From an optimization exercise on the open Yosys and OpenROAD flow, aimed at small area and a short achievable clock period; shortcuts taken in it are not production practice. Only simulation tests tie the RTL to the original design; equivalence was not proved. Power figures rest on the tool's default switching activity, not on a simulated workload.

==> inputs of exp/violet <==
// credit_if_else_raw_reg
module credit_if_else_raw_reg #(
  parameter int unsigned DEPTH    = 128,
  parameter logic [15:0] INIT_VAL = 16'd0
) (
  input  logic        clock,
  input  logic        reset,
  input  logic        req_valid,
  input  logic [15:0] req_bits_index,
  input  logic [15:0] req_bits_data_1,
  input  logic [7:0]  req_bits_opCode_1,
  input  logic [15:0] req_bits_data_0,
  input  logic [7:0]  req_bits_opCode_0,
  input  logic        req_bits_predicate,
  output logic        resp_valid,
  output logic [15:0] resp_bits_new_val,
  output logic        init_done,
  output logic [15:0] err_count
);
==> module credit_if_else_raw_reg, before the edit <==
module credit_if_else_raw_reg #(
  parameter int unsigned DEPTH    = 128,
  parameter logic [15:0] INIT_VAL = 16'd0
) (
  input  logic        clock,
  input  logic        reset,
  input  logic        req_valid,
  input  logic [15:0] req_bits_index,
  input  logic [15:0] req_bits_data_1,
  input  logic [7:0]  req_bits_opCode_1,
  input  logic [15:0] req_bits_data_0,
  input  logic [7:0]  req_bits_opCode_0,
  input  logic        req_bits_predicate,
  output logic        resp_valid,
  output logic [15:0] resp_bits_new_val,
  output logic        init_done,
  output logic [15:0] err_count
);
  localparam int unsigned AW = 7;
  localparam int unsigned CW = 8;
  logic [CW-1:0]   sweep_cnt;
  logic            sweep_we;
  assign sweep_we  = !sweep_cnt[7];
  always_ff @(posedge clock or negedge reset) begin
    if (!reset)        sweep_cnt <= '0;
    else if (sweep_we) sweep_cnt <= sweep_cnt + CW'(1);
  end
  always_ff @(posedge clock or negedge reset) begin
    if (!reset) init_done <= 1'b0;
    else        init_done <= sweep_cnt[7];
  end
  logic [15:0]     mem [DEPTH];
  logic            a_valid;
  logic [AW-1:0]   a_addr;
  logic            a_zero;
  logic            a_badop;
  logic [1:0]      a_op;
  logic [15:0]     a_d;
  logic            a_keep;
  logic            a_wr;
  logic            a_arith;
  logic            a_sub;
  logic            b_valid;
  logic [AW-1:0]   b_addr;
  logic            b_zero;
  logic            b_err;
  logic            b_upd;      
  logic            b_sub;
  logic [15:0]     b_d;        
  logic [15:0]     b_rd;
  logic            b_keep_c, b_keep_r, b_wr, b_ar_c, b_ar_r;
  logic [16:0]     sum_c, sum_r;
  logic            en_c, en_r;
  logic [15:0]     upd_val;
  logic [15:0]     new_val;
  logic            w_en;
  logic [AW-1:0]   w_addr;
  logic [15:0]     w_data;
  logic            c_upd;      
  logic [7:0]      sel_op;
  assign sel_op = req_bits_predicate ? req_bits_opCode_1 : req_bits_opCode_0;
  always_ff @(posedge clock or negedge reset) begin
    if (!reset) a_valid <= 1'b0;
    else        a_valid <= req_valid;
  end
  always_ff @(posedge clock) begin
    a_zero  <= (req_bits_index[15:AW] != '0) || !init_done;
    a_addr  <= req_bits_index[AW-1:0];
    a_badop <= (sel_op[7:2] != '0);
    a_op    <= sel_op[1:0];
    a_d     <= req_bits_predicate ? req_bits_data_1 : req_bits_data_0;
  end
  assign a_keep  = !a_zero & (a_badop | (a_op == 2'd0));
  assign a_wr    = !a_zero & !a_badop & (a_op == 2'd1);
  assign a_arith = !a_zero & !a_badop & a_op[1];
  assign a_sub   = (a_op == 2'd3);
  logic [15:0]     rd_mux;
  assign rd_mux = mem[a_addr];
  logic            fwd;
  assign fwd = b_valid & b_upd & (b_addr == a_addr);
  always_ff @(posedge clock or negedge reset) begin
    if (!reset) begin
      b_valid <= 1'b0;
    end else begin
      b_valid <= a_valid;
    end
  end
  always_ff @(posedge clock) begin
    b_addr   <= a_addr;
    b_zero   <= a_zero;
    b_err    <= a_zero | a_badop;
    b_upd    <= a_wr | a_arith;
    b_sub    <= a_sub;
    b_d      <= a_sub ? ~a_d : a_d;
    b_keep_c <= a_keep & fwd;
    b_keep_r <= a_keep & !fwd;
    b_wr     <= a_wr;
    b_ar_c   <= a_arith & fwd;
    b_ar_r   <= a_arith & !fwd;
    b_rd     <= (w_en && (w_addr == a_addr)) ? w_data : rd_mux;
  end
  assign sum_c = {1'b0, resp_bits_new_val} + {1'b0, b_d} + 17'(b_sub);
  assign sum_r = {1'b0, b_rd} + {1'b0, b_d} + 17'(b_sub);
  assign en_c  = b_ar_c & (sum_c[16] | !b_sub);
  assign en_r  = b_ar_r & (sum_r[16] | !b_sub);
  assign upd_val = ({16{b_wr}} & b_d)
                 | ({16{en_c}} & sum_c[15:0])
                 | ({16{en_r}} & sum_r[15:0]);
  assign new_val = upd_val
                 | ({16{b_keep_c}} & resp_bits_new_val)
                 | ({16{b_keep_r}} & b_rd);
  always_ff @(posedge clock or negedge reset) begin
    if (!reset) begin
      resp_valid <= 1'b0;
      err_count  <= '0;
      w_en       <= 1'b0;
    end else begin
      resp_valid <= b_valid;
      w_en       <= b_valid & b_upd;
      if (b_valid && b_err && (err_count != '1))
        err_count <= err_count + 16'd1;
    end
  end
  always_ff @(posedge clock) begin
    resp_bits_new_val <= new_val;
    w_addr <= b_addr;
    w_data <= upd_val;
  end
  always_ff @(posedge clock) begin
    if (sweep_we)  mem[sweep_cnt[AW-1:0]] <= INIT_VAL;
    else if (w_en) mem[w_addr] <= w_data;
  end
endmodule
make LEC_CHECK=0 CAP_MARGIN=20 CORE_MARGIN=2 CORE_UTILIZATION=40 SETUP_SLACK_MARGIN=3.0 SLEW_MARGIN=20 finish   # period 5.5 ns
run.sh (not shown) runs the stock make flow with config.mk's settings and CLKGATE_MAP_FILE= SYNTH_SCRIPT=/design/flow/synth_recipe.tcl, a recipe that flattens the netlist after the stock synthesis.
==> exp/umber (differences from exp/violet) <==
--- a/flow/design.v
+++ b/flow/design.v
@@ -21,7 +21,7 @@
   logic [CW-1:0]   sweep_cnt;
-  logic            sweep_we;
-  assign sweep_we  = !sweep_cnt[7];
+  logic            sweep_on;
+  assign sweep_on = !sweep_cnt[7];
   always_ff @(posedge clock or negedge reset) begin
     if (!reset)        sweep_cnt <= '0;
-    else if (sweep_we) sweep_cnt <= sweep_cnt + CW'(1);
+    else if (sweep_on) sweep_cnt <= sweep_cnt + CW'(1);
   end
@@ -44,3 +44,2 @@
   logic [AW-1:0]   b_addr;
-  logic            b_zero;
   logic            b_err;
@@ -48,2 +47,3 @@
   logic            b_sub;
+  logic            b_dz;       
   logic [15:0]     b_d;        
@@ -55,6 +55,6 @@
   logic [15:0]     new_val;
-  logic            w_en;
-  logic [AW-1:0]   w_addr;
+  logic [3:0]      w_p0;
+  logic [3:0]      w_p1;
+  logic [7:0]      w_p2;
   logic [15:0]     w_data;
-  logic            c_upd;      
   logic [7:0]      sel_op;
@@ -62,7 +62,11 @@
   always_ff @(posedge clock or negedge reset) begin
-    if (!reset) a_valid <= 1'b0;
-    else        a_valid <= req_valid;
+    if (!reset) begin
+      a_valid <= 1'b0;
+      a_zero  <= 1'b1;
+    end else begin
+      a_valid <= req_valid;
+      a_zero  <= (req_bits_index[15:AW] != '0) || !init_done;
+    end
   end
   always_ff @(posedge clock) begin
-    a_zero  <= (req_bits_index[15:AW] != '0) || !init_done;
     a_addr  <= req_bits_index[AW-1:0];
@@ -76,4 +80,20 @@
   assign a_sub   = (a_op == 2'd3);
+  logic [15:0]     rd_t0 [64];
+  logic [15:0]     rd_t1 [32];
+  logic [15:0]     rd_t2 [16];
+  logic [15:0]     rd_t3 [8];
+  logic [15:0]     rd_t4 [4];
+  logic [15:0]     rd_t5 [2];
   logic [15:0]     rd_mux;
-  assign rd_mux = mem[a_addr];
+  always_comb begin
+    for (int i = 0; i < 64; i++) rd_t0[i] = a_addr[0] ? mem[2*i+1]   : mem[2*i];
+    for (int i = 0; i < 32; i++) rd_t1[i] = a_addr[1] ? rd_t0[2*i+1] : rd_t0[2*i];
+    for (int i = 0; i < 16; i++) rd_t2[i] = a_addr[2] ? rd_t1[2*i+1] : rd_t1[2*i];
+    for (int i = 0; i < 8; i++)  rd_t3[i] = a_addr[3] ? rd_t2[2*i+1] : rd_t2[2*i];
+    for (int i = 0; i < 4; i++)  rd_t4[i] = a_addr[4] ? rd_t3[2*i+1] : rd_t3[2*i];
+    for (int i = 0; i < 2; i++)  rd_t5[i] = a_addr[5] ? rd_t4[2*i+1] : rd_t4[2*i];
+    rd_mux = a_addr[6] ? rd_t5[1] : rd_t5[0];
+  end
+  logic            w_hit;
+  assign w_hit = w_p0[a_addr[1:0]] & w_p1[a_addr[3:2]] & w_p2[a_addr[6:4]];
   logic            fwd;
@@ -83,4 +103,10 @@
       b_valid <= 1'b0;
+      b_wr    <= 1'b0;
+      b_ar_c  <= 1'b0;
+      b_ar_r  <= 1'b0;
     end else begin
       b_valid <= a_valid;
+      b_wr    <= a_wr;
+      b_ar_c  <= a_arith & fwd;
+      b_ar_r  <= a_arith & !fwd;
     end
@@ -89,3 +115,2 @@
     b_addr   <= a_addr;
-    b_zero   <= a_zero;
     b_err    <= a_zero | a_badop;
@@ -93,14 +118,12 @@
     b_sub    <= a_sub;
-    b_d      <= a_sub ? ~a_d : a_d;
+    b_dz     <= (a_d == '0);
+    b_d      <= a_sub ? (~a_d + 16'd1) : a_d;
     b_keep_c <= a_keep & fwd;
     b_keep_r <= a_keep & !fwd;
-    b_wr     <= a_wr;
-    b_ar_c   <= a_arith & fwd;
-    b_ar_r   <= a_arith & !fwd;
-    b_rd     <= (w_en && (w_addr == a_addr)) ? w_data : rd_mux;
+    b_rd     <= w_hit ? w_data : rd_mux;
   end
-  assign sum_c = {1'b0, resp_bits_new_val} + {1'b0, b_d} + 17'(b_sub);
-  assign sum_r = {1'b0, b_rd} + {1'b0, b_d} + 17'(b_sub);
-  assign en_c  = b_ar_c & (sum_c[16] | !b_sub);
-  assign en_r  = b_ar_r & (sum_r[16] | !b_sub);
+  assign sum_c = {1'b0, resp_bits_new_val} + {1'b0, b_d};
+  assign sum_r = {1'b0, b_rd} + {1'b0, b_d};
+  assign en_c  = b_ar_c & (sum_c[16] | b_dz | !b_sub);
+  assign en_r  = b_ar_r & (sum_r[16] | b_dz | !b_sub);
   assign upd_val = ({16{b_wr}} & b_d)
@@ -115,6 +138,4 @@
       err_count  <= '0;
-      w_en       <= 1'b0;
     end else begin
       resp_valid <= b_valid;
-      w_en       <= b_valid & b_upd;
       if (b_valid && b_err && (err_count != '1))
@@ -125,3 +146,17 @@
     resp_bits_new_val <= new_val;
-    w_addr <= b_addr;
+  end
+  logic [AW-1:0]   w_src;
+  logic            w_go;
+  assign w_src = sweep_on ? sweep_cnt[AW-1:0] : b_addr;
+  assign w_go  = sweep_on | (b_valid & b_upd);
+  always_ff @(posedge clock or negedge reset) begin
+    if (!reset) begin
+      w_p2 <= '0;
+    end else begin
+      w_p2 <= w_go ? (8'(1) << w_src[6:4]) : 8'd0;
+    end
+  end
+  always_ff @(posedge clock) begin
+    w_p0   <= 4'(1) << w_src[1:0];
+    w_p1   <= 4'(1) << w_src[3:2];
     w_data <= upd_val;
@@ -129,4 +164,4 @@
   always_ff @(posedge clock) begin
-    if (sweep_we)  mem[sweep_cnt[AW-1:0]] <= INIT_VAL;
-    else if (w_en) mem[w_addr] <= w_data;
+    for (int i = 0; i < DEPTH; i++)
+      if (w_p0[i % 4] & w_p1[(i / 4) % 4] & w_p2[i / 16]) mem[i] <= w_data;
   end
Settings changed: CORE_UTILIZATION 40 to 58, CTS_CLUSTER_DIAMETER set to 80, CTS_CLUSTER_SIZE set to 24, SETUP_SLACK_MARGIN 3.0 to 3.2.
==> exp/willow (differences from exp/violet) <==
--- a/flow/design.v
+++ b/flow/design.v
@@ -21,7 +21,7 @@
   logic [CW-1:0]   sweep_cnt;
-  logic            sweep_we;
-  assign sweep_we  = !sweep_cnt[7];
+  logic            sweep_on;
+  assign sweep_on = !sweep_cnt[7];
   always_ff @(posedge clock or negedge reset) begin
     if (!reset)        sweep_cnt <= '0;
-    else if (sweep_we) sweep_cnt <= sweep_cnt + CW'(1);
+    else if (sweep_on) sweep_cnt <= sweep_cnt + CW'(1);
   end
@@ -44,3 +44,2 @@
   logic [AW-1:0]   b_addr;
-  logic            b_zero;
   logic            b_err;
@@ -48,2 +47,3 @@
   logic            b_sub;
+  logic            b_dz;       
   logic [15:0]     b_d;        
@@ -55,6 +55,7 @@
   logic [15:0]     new_val;
-  logic            w_en;
-  logic [AW-1:0]   w_addr;
+  logic [3:0]      w_p0;
+  logic [3:0]      w_p1;
+  logic [7:0]      w_p2;
   logic [15:0]     w_data;
-  logic            c_upd;      
+  assign w_data = resp_bits_new_val;
   logic [7:0]      sel_op;
@@ -62,7 +63,11 @@
   always_ff @(posedge clock or negedge reset) begin
-    if (!reset) a_valid <= 1'b0;
-    else        a_valid <= req_valid;
+    if (!reset) begin
+      a_valid <= 1'b0;
+      a_zero  <= 1'b1;
+    end else begin
+      a_valid <= req_valid;
+      a_zero  <= (req_bits_index[15:AW] != '0) || !init_done;
+    end
   end
   always_ff @(posedge clock) begin
-    a_zero  <= (req_bits_index[15:AW] != '0) || !init_done;
     a_addr  <= req_bits_index[AW-1:0];
@@ -76,4 +81,24 @@
   assign a_sub   = (a_op == 2'd3);
+  logic [3:0]      a_oh;
+  logic [15:0]     rd_t1 [32];
+  logic [15:0]     rd_t2 [16];
+  logic [15:0]     rd_t3 [8];
+  logic [15:0]     rd_t4 [4];
+  logic [15:0]     rd_t5 [2];
   logic [15:0]     rd_mux;
-  assign rd_mux = mem[a_addr];
+  always_ff @(posedge clock) begin
+    a_oh <= 4'(1) << req_bits_index[1:0];
+  end
+  always_comb begin
+    for (int i = 0; i < 32; i++)
+      rd_t1[i] = ({16{a_oh[0]}} & mem[4*i])     | ({16{a_oh[1]}} & mem[4*i + 1])
+               | ({16{a_oh[2]}} & mem[4*i + 2]) | ({16{a_oh[3]}} & mem[4*i + 3]);
+    for (int i = 0; i < 16; i++) rd_t2[i] = a_addr[2] ? rd_t1[2*i+1] : rd_t1[2*i];
+    for (int i = 0; i < 8; i++)  rd_t3[i] = a_addr[3] ? rd_t2[2*i+1] : rd_t2[2*i];
+    for (int i = 0; i < 4; i++)  rd_t4[i] = a_addr[4] ? rd_t3[2*i+1] : rd_t3[2*i];
+    for (int i = 0; i < 2; i++)  rd_t5[i] = a_addr[5] ? rd_t4[2*i+1] : rd_t4[2*i];
+    rd_mux = a_addr[6] ? rd_t5[1] : rd_t5[0];
+  end
+  logic            w_hit;
+  assign w_hit = w_p0[a_addr[1:0]] & w_p1[a_addr[3:2]] & w_p2[a_addr[6:4]];
   logic            fwd;
@@ -82,5 +107,15 @@
     if (!reset) begin
-      b_valid <= 1'b0;
+      b_valid  <= 1'b0;
+      b_keep_c <= 1'b0;
+      b_keep_r <= 1'b0;
+      b_wr    <= 1'b0;
+      b_ar_c  <= 1'b0;
+      b_ar_r  <= 1'b0;
     end else begin
-      b_valid <= a_valid;
+      b_valid  <= a_valid;
+      b_keep_c <= a_keep & fwd;
+      b_keep_r <= a_keep & !fwd;
+      b_wr    <= a_wr;
+      b_ar_c  <= a_arith & fwd;
+      b_ar_r  <= a_arith & !fwd;
     end
@@ -89,3 +124,2 @@
     b_addr   <= a_addr;
-    b_zero   <= a_zero;
     b_err    <= a_zero | a_badop;
@@ -93,14 +127,10 @@
     b_sub    <= a_sub;
-    b_d      <= a_sub ? ~a_d : a_d;
-    b_keep_c <= a_keep & fwd;
-    b_keep_r <= a_keep & !fwd;
-    b_wr     <= a_wr;
-    b_ar_c   <= a_arith & fwd;
-    b_ar_r   <= a_arith & !fwd;
-    b_rd     <= (w_en && (w_addr == a_addr)) ? w_data : rd_mux;
+    b_dz     <= (a_d == '0);
+    b_d      <= a_sub ? (~a_d + 16'd1) : a_d;
+    b_rd     <= w_hit ? w_data : rd_mux;
   end
-  assign sum_c = {1'b0, resp_bits_new_val} + {1'b0, b_d} + 17'(b_sub);
-  assign sum_r = {1'b0, b_rd} + {1'b0, b_d} + 17'(b_sub);
-  assign en_c  = b_ar_c & (sum_c[16] | !b_sub);
-  assign en_r  = b_ar_r & (sum_r[16] | !b_sub);
+  assign sum_c = {1'b0, resp_bits_new_val} + {1'b0, b_d};
+  assign sum_r = {1'b0, b_rd} + {1'b0, b_d};
+  assign en_c  = b_ar_c & (sum_c[16] | b_dz | !b_sub);
+  assign en_r  = b_ar_r & (sum_r[16] | b_dz | !b_sub);
   assign upd_val = ({16{b_wr}} & b_d)
@@ -115,6 +145,4 @@
       err_count  <= '0;
-      w_en       <= 1'b0;
     end else begin
       resp_valid <= b_valid;
-      w_en       <= b_valid & b_upd;
       if (b_valid && b_err && (err_count != '1))
@@ -125,8 +153,21 @@
     resp_bits_new_val <= new_val;
-    w_addr <= b_addr;
-    w_data <= upd_val;
+  end
+  logic [AW-1:0]   w_src;
+  logic            w_go;
+  assign w_src = sweep_on ? sweep_cnt[AW-1:0] : b_addr;
+  assign w_go  = sweep_on | (b_valid & b_upd);
+  always_ff @(posedge clock or negedge reset) begin
+    if (!reset) begin
+      w_p2 <= '0;
+    end else begin
+      w_p2 <= w_go ? (8'(1) << w_src[6:4]) : 8'd0;
+    end
   end
   always_ff @(posedge clock) begin
-    if (sweep_we)  mem[sweep_cnt[AW-1:0]] <= INIT_VAL;
-    else if (w_en) mem[w_addr] <= w_data;
+    w_p0   <= 4'(1) << w_src[1:0];
+    w_p1   <= 4'(1) << w_src[3:2];
+  end
+  always_ff @(posedge clock) begin
+    for (int i = 0; i < DEPTH; i++)
+      if (w_p0[i % 4] & w_p1[(i / 4) % 4] & w_p2[i / 16]) mem[i] <= w_data;
   end
Settings changed: CORE_UTILIZATION 40 to 50, CTS_CLUSTER_DIAMETER set to 80, CTS_CLUSTER_SIZE set to 24.
==> comparison <==
The lowest setup slack belongs to exp/violet, the highest to exp/willow. Of exp/violet and exp/willow, exp/violet has the higher clock-buffer cell count (gap 134). Critical path depth: exp/willow is higher than exp/umber (3). Sequential cell count: exp/umber > exp/violet > exp/willow.
==> figures <==
Antenna violations before repair: exp/umber 12; exp/willow 18; exp/violet 13
Result of the run: exp/umber complete, no violations; exp/willow complete, no violations; exp/violet complete, no violations
R2R cell count: exp/umber 8; exp/willow 11; exp/violet 10
Global Route met1 Usage: exp/umber 0.4293; exp/willow 0.4406; exp/violet 0.3035
Signal buffers share of area: exp/umber 0.03816; exp/willow 0.05538; exp/violet 0.06158
Number of multi-input logic gates: exp/umber 1576; exp/willow 2170; exp/violet 1485
HPWL Detailed: exp/umber 126.1 mm; exp/willow 134.0 mm; exp/violet 130.0 mm
Number of register bits inferred by synthesis: exp/umber 2199; exp/willow 2187; exp/violet 2190
Timing-limited maximum frequency: exp/umber 345.3 MHz; exp/willow 346.1 MHz; exp/violet 321.6 MHz
Power share of the sequential group: exp/umber 0.624; exp/willow 0.614; exp/violet 0.535

separate check: timing with driven ports:
How much do the figures lean on ideal ports? The routed layouts below were timed once more, with nothing changed but the port constraints.
Step 1 (the two cells are an assumption about what drives the block):
set clk [get_ports {clock}]
set_driving_cell -lib_cell sky130_fd_sc_hd__clkbuf_16 $clk
set_driving_cell -lib_cell sky130_fd_sc_hd__buf_2 [delete_from_list [all_inputs] $clk]
Step 2 moves the port delays by t, midway between the first and last clock arrival at a register: inputs arrive t later, outputs are due t later. That takes back most of the time a late clock gives input paths.
Three values: ideal, step 1, step 2; two values: the first two.
run	shift t [ns]	slack for setup (ns)	hold slack, ns	clock arrival spread, ns
exp/violet	0.931	2.390 / 2.390 / 2.390	0.349 / 0.349 / 0.349	0.042 / 0.041
exp/umber	0.835	2.604 / 2.604 / 2.604	0.338 / 0.281 / 0.367	0.033 / 0.033
exp/willow	0.863	2.611 / 2.611 / 2.611	0.363 / 0.363 / 0.363	0.047 / 0.047
After both steps setup and hold are still met in every run listed.
